Context: an optimization exercise on an open-source flow, tuned for small area and a short achievable clock period. The choices shown serve that exercise and are no tape-out recipe.
Only simulation tests tie the RTL to the original design; equivalence was not proved.
No activity file was given, so power comes from the tool's default toggle rates.

== build 15 ==
## stereo_cap_top
module stereo_cap_top (
	input  logic                    clk_25_2m,
	input  logic                    reset,
	input  logic                    cam1_vsync,
	input  logic                    cam1_href,
	input  video_pkg::cam_byte_t    cam1_data,
	input  logic                    cam2_vsync,
	input  logic                    cam2_href,
	input  video_pkg::cam_byte_t    cam2_data,
	output logic                    hdmi_de,
	output logic                    hdmi_hs,
	output logic                    hdmi_vs,
	output video_pkg::pixel_t       hdmi_d
);
	logic                 wr_valid_1, wr_ready_1, wr_valid_2, wr_ready_2;
	logic [5:0]           wr_addr_1, wr_addr_2, rd_addr;
	logic [15:0]          wr_data_1, wr_data_2, rd_data, pixel;
	logic                 cam1_done, cam2_done;
	logic                 rd_req_valid, rd_req_ready, rd_data_valid;
	logic                 timing_run, de, hs, vs;
  ...
Size: roughly 2900 cells after synthesis, ~63000 um2 of cells after synthesis.
==> flow/config.mk <==
export PLATFORM = sky130hd
export DESIGN_NAME = stereo_cap_top
export DESIGN_NICKNAME = stereo_cap_top
export VERILOG_FILES = /design/flow/design.v
export SDC_FILE = /design/flow/constraint.sdc
export NUM_CORES = 4
export LEC_CHECK = 0
export CAP_MARGIN = 20
export CORE_MARGIN = 2
export CORE_UTILIZATION = 55
export CTS_BUF_LIST = sky130_fd_sc_hd__clkbuf_16
export CTS_CLUSTER_DIAMETER = 80
export CTS_CLUSTER_SIZE = 28
export SLEW_MARGIN = 20
==> flow/constraint.sdc <==
create_clock -name core_clock -period 8.0 [get_ports {clk_25_2m}]
set_input_delay 1.6000 -clock core_clock [delete_from_list [all_inputs] [get_ports {clk_25_2m}]]
set_output_delay 1.6000 -clock core_clock [all_outputs]
set_load 0.01 [all_outputs]
standard.sh (not shown) runs the stock make flow with config.mk's settings and CLKGATE_MAP_FILE= SYNTH_SCRIPT=/design/flow/synth_recipe.tcl, a recipe that flattens the netlist after the stock synthesis.
==> flow/flow/run.sh <==
#!/bin/bash
set -euo pipefail
MARGIN=$(cat flow/margin.txt)
bash standard.sh \
	MATCH_CELL_FOOTPRINT=0 \
	SETUP_SLACK_MARGIN=$MARGIN \
	"BUFFER_PORTS_ARGS=-buffer_cell sky130_fd_sc_hd__buf_4" \
	finish > make_finish.log 2>&1
==> flow/flow/margin.txt <==
5.1
The following lists how build 31 was set up differently from build 15:
==> flow/flow/margin.txt <==
5.3
### Flow results
The wire length in build 31 was higher than what build 15 gave. The maximum number of pins on one net before global-route repair reported for build 31 is smaller than that of build 15 by 13%. Build 15 vs build 31, cell with the biggest individual delay on the critical path: sky130_fd_sc_hd__o22ai_1 vs sky130_fd_sc_hd__dfxtp_4. The power of build 31 and that of build 15 are within noise of each other. Taking build 15 as the reference point, the stage delay of the slowest cell on the critical path of build 31 falls by 0.14 ns. Violation count after the first detailed-route iteration delta (build 31 − build 15): unfavourable.
Edits applied to the flow inputs when going from build 31 to build 47:
- PLACE_DENSITY now 0.5, previously not set
diff --git a/flow/flow/run.sh b/flow/flow/run.sh
--- a/flow/flow/run.sh
+++ b/flow/flow/run.sh
@@ -3,0 +4,6 @@
+EXTRA=()
+if [[ -f flow/extra.txt ]]; then
+	while IFS= read -r line; do
+		[[ -n "$line" ]] && EXTRA+=("$line")
+	done < flow/extra.txt
+fi
@@ -7,0 +14 @@
+	"${EXTRA[@]}" \
==> flow/flow/extra.txt (new file) <==
CTS_ARGS=-sink_clustering_enable -repair_clock_nets -sink_clustering_size 28 -sink_clustering_max_diameter 80 -buf_list sky130_fd_sc_hd__clkbuf_16 -dont_use_dummy_load
==> flow/flow/margin.txt <==
5.2
Results
- Diff build 31 -> build 47: total routed wirelength has increased, met2 wire length has remained practically unchanged, instance area at placement has remained practically unchanged, post-placement setup slack has increased.
- Delta (build 47 minus build 31): highest achievable clock rate -about 0.8%; combinational share of power moved up.


stereo_cap_top again, from the RTL that the note above started with.
==> flow/design.v (excerpt) <==
module stereo_cap_top (
	input  logic                    clk_25_2m,
	input  logic                    reset,
	input  logic                    cam1_vsync,
	input  logic                    cam1_href,
	input  video_pkg::cam_byte_t    cam1_data,
	input  logic                    cam2_vsync,
	input  logic                    cam2_href,
	input  video_pkg::cam_byte_t    cam2_data,
	output logic                    hdmi_de,
	output logic                    hdmi_hs,
	output logic                    hdmi_vs,
	output video_pkg::pixel_t       hdmi_d
);
==> flow/config.mk <==
export PLATFORM = sky130hd
export DESIGN_NAME = stereo_cap_top
export DESIGN_NICKNAME = stereo_cap_top
export VERILOG_FILES = /design/flow/design.v
export SDC_FILE = /design/flow/constraint.sdc
export NUM_CORES = 4
export LEC_CHECK = 0
export CAP_MARGIN = 20
export CORE_MARGIN = 2
export CORE_UTILIZATION = 55
export CTS_BUF_LIST = sky130_fd_sc_hd__clkbuf_16
export CTS_CLUSTER_DIAMETER = 80
export CTS_CLUSTER_SIZE = 28
export SLEW_MARGIN = 20
==> flow/constraint.sdc <==
create_clock -name core_clock -period 8.0 [get_ports {clk_25_2m}]
set_input_delay 1.6000 -clock core_clock [delete_from_list [all_inputs] [get_ports {clk_25_2m}]]
set_output_delay 1.6000 -clock core_clock [all_outputs]
set_load 0.01 [all_outputs]
==> flow/flow/run.sh <==
#!/bin/bash
set -euo pipefail
MARGIN=$(cat flow/margin.txt)
bash standard.sh \
	MATCH_CELL_FOOTPRINT=0 \
	SETUP_SLACK_MARGIN=$MARGIN \
	"BUFFER_PORTS_ARGS=-buffer_cell sky130_fd_sc_hd__buf_4" \
	finish > make_finish.log 2>&1
==> flow/flow/margin.txt <==
5.5
Next try:
--- a/flow/flow/run.sh
+++ b/flow/flow/run.sh
@@ -3,0 +4,6 @@
+EXTRA=()
+if [[ -f flow/extra.txt ]]; then
+	while IFS= read -r line; do
+		[[ -n "$line" ]] && EXTRA+=("$line")
+	done < flow/extra.txt
+fi
@@ -7,0 +14 @@
+	"${EXTRA[@]}" \
==> flow/flow/extra.txt (new file) <==
CTS_ARGS=-sink_clustering_enable -repair_clock_nets -sink_clustering_size 28 -sink_clustering_max_diameter 80 -buf_list sky130_fd_sc_hd__clkbuf_16 -dont_use_dummy_load
==> flow/flow/margin.txt (replaced) <==
5.15
=>
- worst setup slack loses 0.089 ns
- area after synthesis does not change
- via count drops by a few percent
- combinational power drops by roughly a tenth
- clock skew climbs by 0.0059 ns
- global-route usage drops by 1.2 points
Next try:
==> flow/flow/margin.txt (replaced) <==
5.2
Settings changed: PLACE_DENSITY from default to 0.75.
The new run finished clean.
Setup slack is worse by 0.014 ns.
Die area is unchanged.
Wire length shrinks slightly.
Core utilization hardly moves.
Maximum frequency shrinks slightly.
Clock-buffer cell count shrinks by 3.
Combinational power grows slightly.
Synthesized area stays the same.
Final area hardly moves.
Final cell count barely changes.
Next try:
==> flow/flow/extra.txt (replaced) <==
CTS_ARGS=-sink_clustering_enable -repair_clock_nets -sink_clustering_size 28 -sink_clustering_max_diameter 80 -buf_list sky130_fd_sc_hd__clkbuf_16 -dont_use_dummy_load -branching_point_buffers_distance 1000
Settings changed: PLACE_DENSITY 0.75 to default.
=>
- design area grows slightly
- clock-buffer cell count grows by 1
- hold slack stays flat
- register-to-register slack improves by 0.04 ns
- critical path depth grows by 3
- core utilization grows by 0.37 points
Next try:
==> flow/flow/run.sh (replaced) <==
#!/bin/bash
set -euo pipefail
MARGIN=$(cat flow/margin.txt)
bash standard.sh \
	MATCH_CELL_FOOTPRINT=0 \
	SETUP_SLACK_MARGIN=$MARGIN \
	"BUFFER_PORTS_ARGS=-buffer_cell sky130_fd_sc_hd__buf_4" \
	finish > make_finish.log 2>&1
==> flow/flow/margin.txt (replaced) <==
5.3
Settings changed: GPL_TIMING_DRIVEN from default to 0.
removed: flow/flow/extra.txt
Effect: Critical path depth rose by 2; combinational power rose by well over a third; routed wire length rose by a few percent; global-route usage rose by 0.96 points; cell area rose by a few percent; via count rose by a few percent; worst hold slack got worse by 0.0034 ns.
Next try:
--- a/flow/flow/run.sh
+++ b/flow/flow/run.sh
@@ -3,0 +4,6 @@
+EXTRA=()
+if [[ -f flow/extra.txt ]]; then
+	while IFS= read -r line; do
+		[[ -n "$line" ]] && EXTRA+=("$line")
+	done < flow/extra.txt
+fi
@@ -7,0 +14 @@
+	"${EXTRA[@]}" \
==> flow/flow/extra.txt (new file) <==
SKIP_GATE_CLONING=1
==> flow/flow/margin.txt (replaced) <==
5.2
Settings changed: GPL_TIMING_DRIVEN 0 to default.
=> Utilization decreases by 3.2 points; design area shrinks by 5.0%; critical path depth goes down by 1.


stereo_cap_top again, from the RTL that the note above started with.
clock: 8.0 ns
lec_check: 0
cap_margin: 5
core_margin: 2
core_utilization: 55
cts_buf_list: sky130_fd_sc_hd__clkbuf_16
cts_cluster_diameter: 80
cts_cluster_size: 28
slew_margin: 5
==> flow/flow/run.sh <==
#!/bin/bash
set -euo pipefail
MARGIN=$(cat flow/margin.txt)
bash standard.sh \
	MATCH_CELL_FOOTPRINT=0 \
	SETUP_SLACK_MARGIN=$MARGIN \
	"BUFFER_PORTS_ARGS=-buffer_cell sky130_fd_sc_hd__buf_4" \
	finish > make_finish.log 2>&1
==> flow/flow/margin.txt <==
5.3
The first run completed with no timing, DRC or antenna violations.
Next try:
==> flow/flow/margin.txt (replaced) <==
5.2
--- a/flow/config.mk
+++ b/flow/config.mk
@@ -7,5 +7,5 @@
 export LEC_CHECK = 0
-export CAP_MARGIN = 5
+export CAP_MARGIN = 20
 export CORE_MARGIN = 2
-export CORE_UTILIZATION = 55
+export CORE_UTILIZATION = 62
 export CTS_BUF_LIST = sky130_fd_sc_hd__clkbuf_16
@@ -13,2 +13,2 @@
 export CTS_CLUSTER_SIZE = 28
-export SLEW_MARGIN = 5
+export SLEW_MARGIN = 20
Clock skew goes down by 6.9 ps.
Final area goes down by 2.2%.
Worst hold slack improved by 14 ps.
Global-route usage goes up by 3.1 points.
Combinational power barely changes.
Setup slack improved by 7.4 ps.
Synthesized cell count does not change.
Next try:
==> flow/flow/margin.txt (replaced) <==
5.3
--- a/flow/config.mk
+++ b/flow/config.mk
@@ -9,6 +9,6 @@
 export CORE_MARGIN = 2
-export CORE_UTILIZATION = 62
+export CORE_UTILIZATION = 55
 export CTS_BUF_LIST = sky130_fd_sc_hd__clkbuf_16
-export CTS_CLUSTER_DIAMETER = 80
-export CTS_CLUSTER_SIZE = 28
+export CTS_CLUSTER_DIAMETER = 100
+export CTS_CLUSTER_SIZE = 25
 export SLEW_MARGIN = 20
=>
- wire length went up by 3.6%
- core utilization went down by 6.2 points
- worst setup slack gets better by 4.3 ps
- synthesized area does not change
- hold slack gets worse by 3.9 ps
- design area went up by 2.5%
- via count went up by 1.6%
- flip-flop and latch count is unchanged
- critical path depth went up by 6
Next try:
==> flow/flow/run.sh (replaced) <==
#!/bin/bash
set -euo pipefail
MARGIN=$(cat flow/margin.txt)
EXTRA=()
if [[ -f flow/extra.txt ]]; then
	while IFS= read -r line; do
		[[ -n "$line" ]] && EXTRA+=("$line")
	done < flow/extra.txt
fi
bash standard.sh \
	MATCH_CELL_FOOTPRINT=0 \
	SETUP_SLACK_MARGIN=$MARGIN \
	"BUFFER_PORTS_ARGS=-buffer_cell sky130_fd_sc_hd__buf_4" \
	"${EXTRA[@]}" \
	finish > make_finish.log 2>&1
==> flow/flow/extra.txt (new file) <==
CTS_ARGS=-sink_clustering_enable -repair_clock_nets -sink_clustering_size 28 -sink_clustering_max_diameter 80 -buf_list sky130_fd_sc_hd__clkbuf_16 -dont_use_dummy_load
==> flow/flow/margin.txt (replaced) <==
5.25
--- a/flow/config.mk
+++ b/flow/config.mk
@@ -11,4 +11,4 @@
 export CTS_BUF_LIST = sky130_fd_sc_hd__clkbuf_16
-export CTS_CLUSTER_DIAMETER = 100
-export CTS_CLUSTER_SIZE = 25
+export CTS_CLUSTER_DIAMETER = 80
+export CTS_CLUSTER_SIZE = 28
 export SLEW_MARGIN = 20
What happened: The changed run ran to the end with no violations; critical path depth decreases by 1; sequential share of layout area goes up by 0.86 points; core utilization goes down by 0.78 points; final area goes down by 1.3%; wire length rises by 1.0%.
Next try:
==> flow/flow/run.sh (replaced) <==
#!/bin/bash
set -euo pipefail
MARGIN=$(cat flow/margin.txt)
bash standard.sh \
	MATCH_CELL_FOOTPRINT=0 \
	SETUP_SLACK_MARGIN=$MARGIN \
	"BUFFER_PORTS_ARGS=-buffer_cell sky130_fd_sc_hd__buf_4" \
	finish > make_finish.log 2>&1
==> flow/flow/margin.txt (replaced) <==
5.2
removed: flow/flow/extra.txt
What happened:
- The changed run ran to the end with no violations
- register-to-register slack barely changes
- wire length falls by 2.7%
- design area hardly moves
- worst hold slack improves by 5.0 ps


stereo_cap_top, a different RTL version from the one above (not shown whole).
==> flow/config.mk <==
export PLATFORM = sky130hd
export DESIGN_NAME = stereo_cap_top
export DESIGN_NICKNAME = stereo_cap_top
export VERILOG_FILES = /design/flow/design.v
export SDC_FILE = /design/flow/constraint.sdc
export NUM_CORES = 4
export LEC_CHECK = 0
export CAP_MARGIN = 20
export CORE_MARGIN = 2
export CORE_UTILIZATION = 55
export CTS_BUF_LIST = sky130_fd_sc_hd__clkbuf_16
export CTS_CLUSTER_DIAMETER = 60
export CTS_CLUSTER_SIZE = 30
export SETUP_SLACK_MARGIN = 5.0
export SLEW_MARGIN = 20
==> flow/constraint.sdc <==
create_clock -name core_clock -period 8.0 [get_ports {clk_25_2m}]
set_input_delay 1.6000 -clock core_clock [delete_from_list [all_inputs] [get_ports {clk_25_2m}]]
set_output_delay 1.6000 -clock core_clock [all_outputs]
set_load 0.01 [all_outputs]
run.sh (not shown) runs the stock make flow with config.mk's settings and CLKGATE_MAP_FILE= SYNTH_SCRIPT=/design/flow/synth_recipe.tcl, a recipe that flattens the netlist after the stock synthesis.
Stock flow here: none of the scripts above is used.
The first run completed without violations.
Next try:
==> flow/flow/run.sh (new file) <==
#!/bin/bash
set -euo pipefail
MARGIN=$(cat flow/margin.txt)
bash standard.sh \
	MATCH_CELL_FOOTPRINT=0 \
	SETUP_SLACK_MARGIN=$MARGIN \
	"BUFFER_PORTS_ARGS=-buffer_cell sky130_fd_sc_hd__buf_4" \
	finish > make_finish.log 2>&1
==> flow/flow/margin.txt (new file) <==
5.4
==> flow/standard.sh (new file) <==
#!/bin/bash
# synth_recipe.tcl (not shown) runs the flow's synth.tcl, then flattens the netlist and writes it again
# the make line also repeats each setting of config.mk as NAME=value (left out here)
make -C /OpenROAD-flow-scripts/flow DESIGN_CONFIG=/design/flow/config.mk WORK_HOME=/design/flow/orfs CLKGATE_MAP_FILE= SYNTH_SCRIPT=/design/flow/synth_recipe.tcl "${@:-finish}"
CORE_UTILIZATION = 70   (was 55)
SETUP_SLACK_MARGIN = default   (was 5.0)
removed: flow/run.sh
Result: Total power shrinks by 3.7%. Worst setup slack improved by 0.24 ns. Core utilization grows by 18 points. Maximum frequency grows by 8.4%. Worst hold slack improved by 0.020 ns. Sequential power hardly moves. Synthesized area does not change. Die area shrinks by 21%. Sequential share of layout area shrinks by 1.0 points. Register-to-register slack improved by 0.15 ns. Critical path depth shrinks by 3.
Next try:
==> flow/flow/margin.txt (replaced) <==
5.3
CORE_UTILIZATION = 55   (was 70)
=>
- The changed run finished with timing, DRC and antenna clean
- clock skew is lower by 0.0086 ns
- routed wire length went down by 4.2%
- core utilization goes down by 17 points
- die area rose by 27%
- cell count went up by 7.9%
- fmax barely changes
- worst hold slack gets worse by 0.015 ns


RTL: one of the versions met above, not the one the previous note started from.
Size in the first run: about 2900 cells after synthesis, about 1600 flip-flops, roughly 49 I/O pins, ~63000 um2 of cells after synthesis.
Settings: LEC_CHECK=0, CAP_MARGIN=20, CORE_MARGIN=2, CORE_UTILIZATION=55, CTS_BUF_LIST=sky130_fd_sc_hd__clkbuf_16, CTS_CLUSTER_DIAMETER=80, CTS_CLUSTER_SIZE=28, SLEW_MARGIN=20; clock period 8.0 ns.
standard.sh (not shown) runs the stock make flow with config.mk's settings and CLKGATE_MAP_FILE= SYNTH_SCRIPT=/design/flow/synth_recipe.tcl, a recipe that flattens the netlist after the stock synthesis.
==> flow/flow/run.sh <==
#!/bin/bash
set -euo pipefail
MARGIN=$(cat flow/margin.txt)
EXTRA=()
if [[ -f flow/extra.txt ]]; then
	while IFS= read -r line; do
		[[ -n "$line" ]] && EXTRA+=("$line")
	done < flow/extra.txt
fi
bash standard.sh \
	MATCH_CELL_FOOTPRINT=0 \
	SETUP_SLACK_MARGIN=$MARGIN \
	"BUFFER_PORTS_ARGS=-buffer_cell sky130_fd_sc_hd__buf_4" \
	"${EXTRA[@]}" \
	finish > make_finish.log 2>&1
==> flow/flow/extra.txt <==
CTS_ARGS=-sink_clustering_enable -repair_clock_nets -sink_clustering_size 28 -sink_clustering_max_diameter 80 -buf_list sky130_fd_sc_hd__clkbuf_16 -dont_use_dummy_load -branching_point_buffers_distance 300
==> flow/flow/margin.txt <==
5.2
The first run passed the timing, design-rule and antenna checks.
Change:
==> flow/flow/extra.txt (replaced) <==
CTS_ARGS=-sink_clustering_enable -repair_clock_nets -sink_clustering_size 28 -sink_clustering_max_diameter 80 -buf_list sky130_fd_sc_hd__clkbuf_16 -dont_use_dummy_load
Effect: Cell count stays the same. Area after synthesis does not change. Sequential power hardly moves. Design area is unchanged. Register-to-register slack stays flat. Critical path depth stays the same. Non-clock buffer count stays the same. Maximum frequency is unchanged. Worst hold slack does not change. Combinational power stays flat.
Change:
==> flow/flow/run.sh (replaced) <==
#!/bin/bash
set -euo pipefail
MARGIN=$(cat flow/margin.txt)
bash standard.sh \
	MATCH_CELL_FOOTPRINT=0 \
	SETUP_SLACK_MARGIN=$MARGIN \
	"BUFFER_PORTS_ARGS=-buffer_cell sky130_fd_sc_hd__buf_4" \
	finish > make_finish.log 2>&1
==> flow/flow/margin.txt (replaced) <==
5.3
- CTS_CLUSTER_DIAMETER: 80 -> 100
- CTS_CLUSTER_SIZE: 28 -> 30
removed: flow/flow/extra.txt
Effect: Via count rises by 1.5%. Worst setup slack loses 7.9 ps. Cell area rises by 1.6%. Routed wire length rises by 1.6%. Total power falls by 0.56%. Combinational power rises by about 2%.

[what the ideal ports hide]
Ports are ideal in the flow. The routed layouts listed here were re-timed in OpenROAD.
Step 1 sets driving cells, clkbuf_16 on the clock port and buf_2 on the other inputs (assumed; they add their load-dependent delay and slew).
Step 2 also shifts input and output timing later by t, the mid clock arrival at the registers, as if the neighbouring blocks saw the same clock.
Three values: ideal ports, drivers, drivers and shift; two values: the first two.
| run | t (ns) | setup slack, ns | worst slew at a driven data input, ns | cell pins on the clock port's net |
|---|---|---|---|---|
| build 15 | 0.738 | 5.061 / 5.061 / 4.473 | 0.06 | 1 |
| build 31 | 0.756 | 5.213 / 5.136 / 4.634 | 0.07 | 1 |
| build 47 | 0.720 | 5.190 / 5.178 / 4.581 | 0.04 | 1 |
| the first run of note 2 | 0.742 | 5.249 / 5.170 / 4.718 | 0.11 | 1 |
| the second run of note 2 | 0.726 | 5.160 / 5.138 / 4.515 | 0.06 | 1 |
| the third run of note 2 | 0.695 | 5.146 / 5.146 / 4.547 | 0.12 | 1 |
| the fourth run of note 2 | 0.736 | 5.184 / 5.153 / 4.568 | 0.07 | 1 |
| the fifth run of note 2 | 0.732 | 5.136 / 5.106 / 4.614 | 0.06 | 1 |
| the sixth run of note 2 | 0.746 | 5.123 / 5.123 / 4.601 | 0.07 | 1 |
| the first run of note 3 | 0.756 | 5.213 / 5.136 / 4.634 | 0.07 | 1 |
| the second run of note 3 | 0.753 | 5.220 / 5.143 / 4.530 | 0.08 | 1 |
| the third run of note 3 | 0.753 | 5.225 / 5.152 / 4.637 | 0.06 | 1 |
| the fourth run of note 3 | 0.734 | 5.218 / 5.186 / 4.620 | 0.04 | 1 |
| the fifth run of note 3 | 0.746 | 5.210 / 5.152 / 4.549 | 0.07 | 1 |
| the first run of note 4 | 0.833 | 4.971 / 4.885 / 4.053 | 0.16 | 1 |
| the second run of note 4 | 0.765 | 5.206 / 5.140 / 4.676 | 0.09 | 1 |
| the third run of note 4 | 0.802 | 5.206 / 5.127 / 4.527 | 0.08 | 1 |
| the first run of note 5 | 0.736 | 5.184 / 5.153 / 4.568 | 0.07 | 1 |
| the second run of note 5 | 0.736 | 5.184 / 5.153 / 4.568 | 0.07 | 1 |
| the third run of note 5 | 0.799 | 5.176 / 5.099 / 4.647 | 0.07 | 1 |
After both steps setup and hold are still met in every run listed. For the first run of note 4, which loses most, drivers alone change the setup slack by -0.086 ns; drivers and shift together by -0.918 ns.
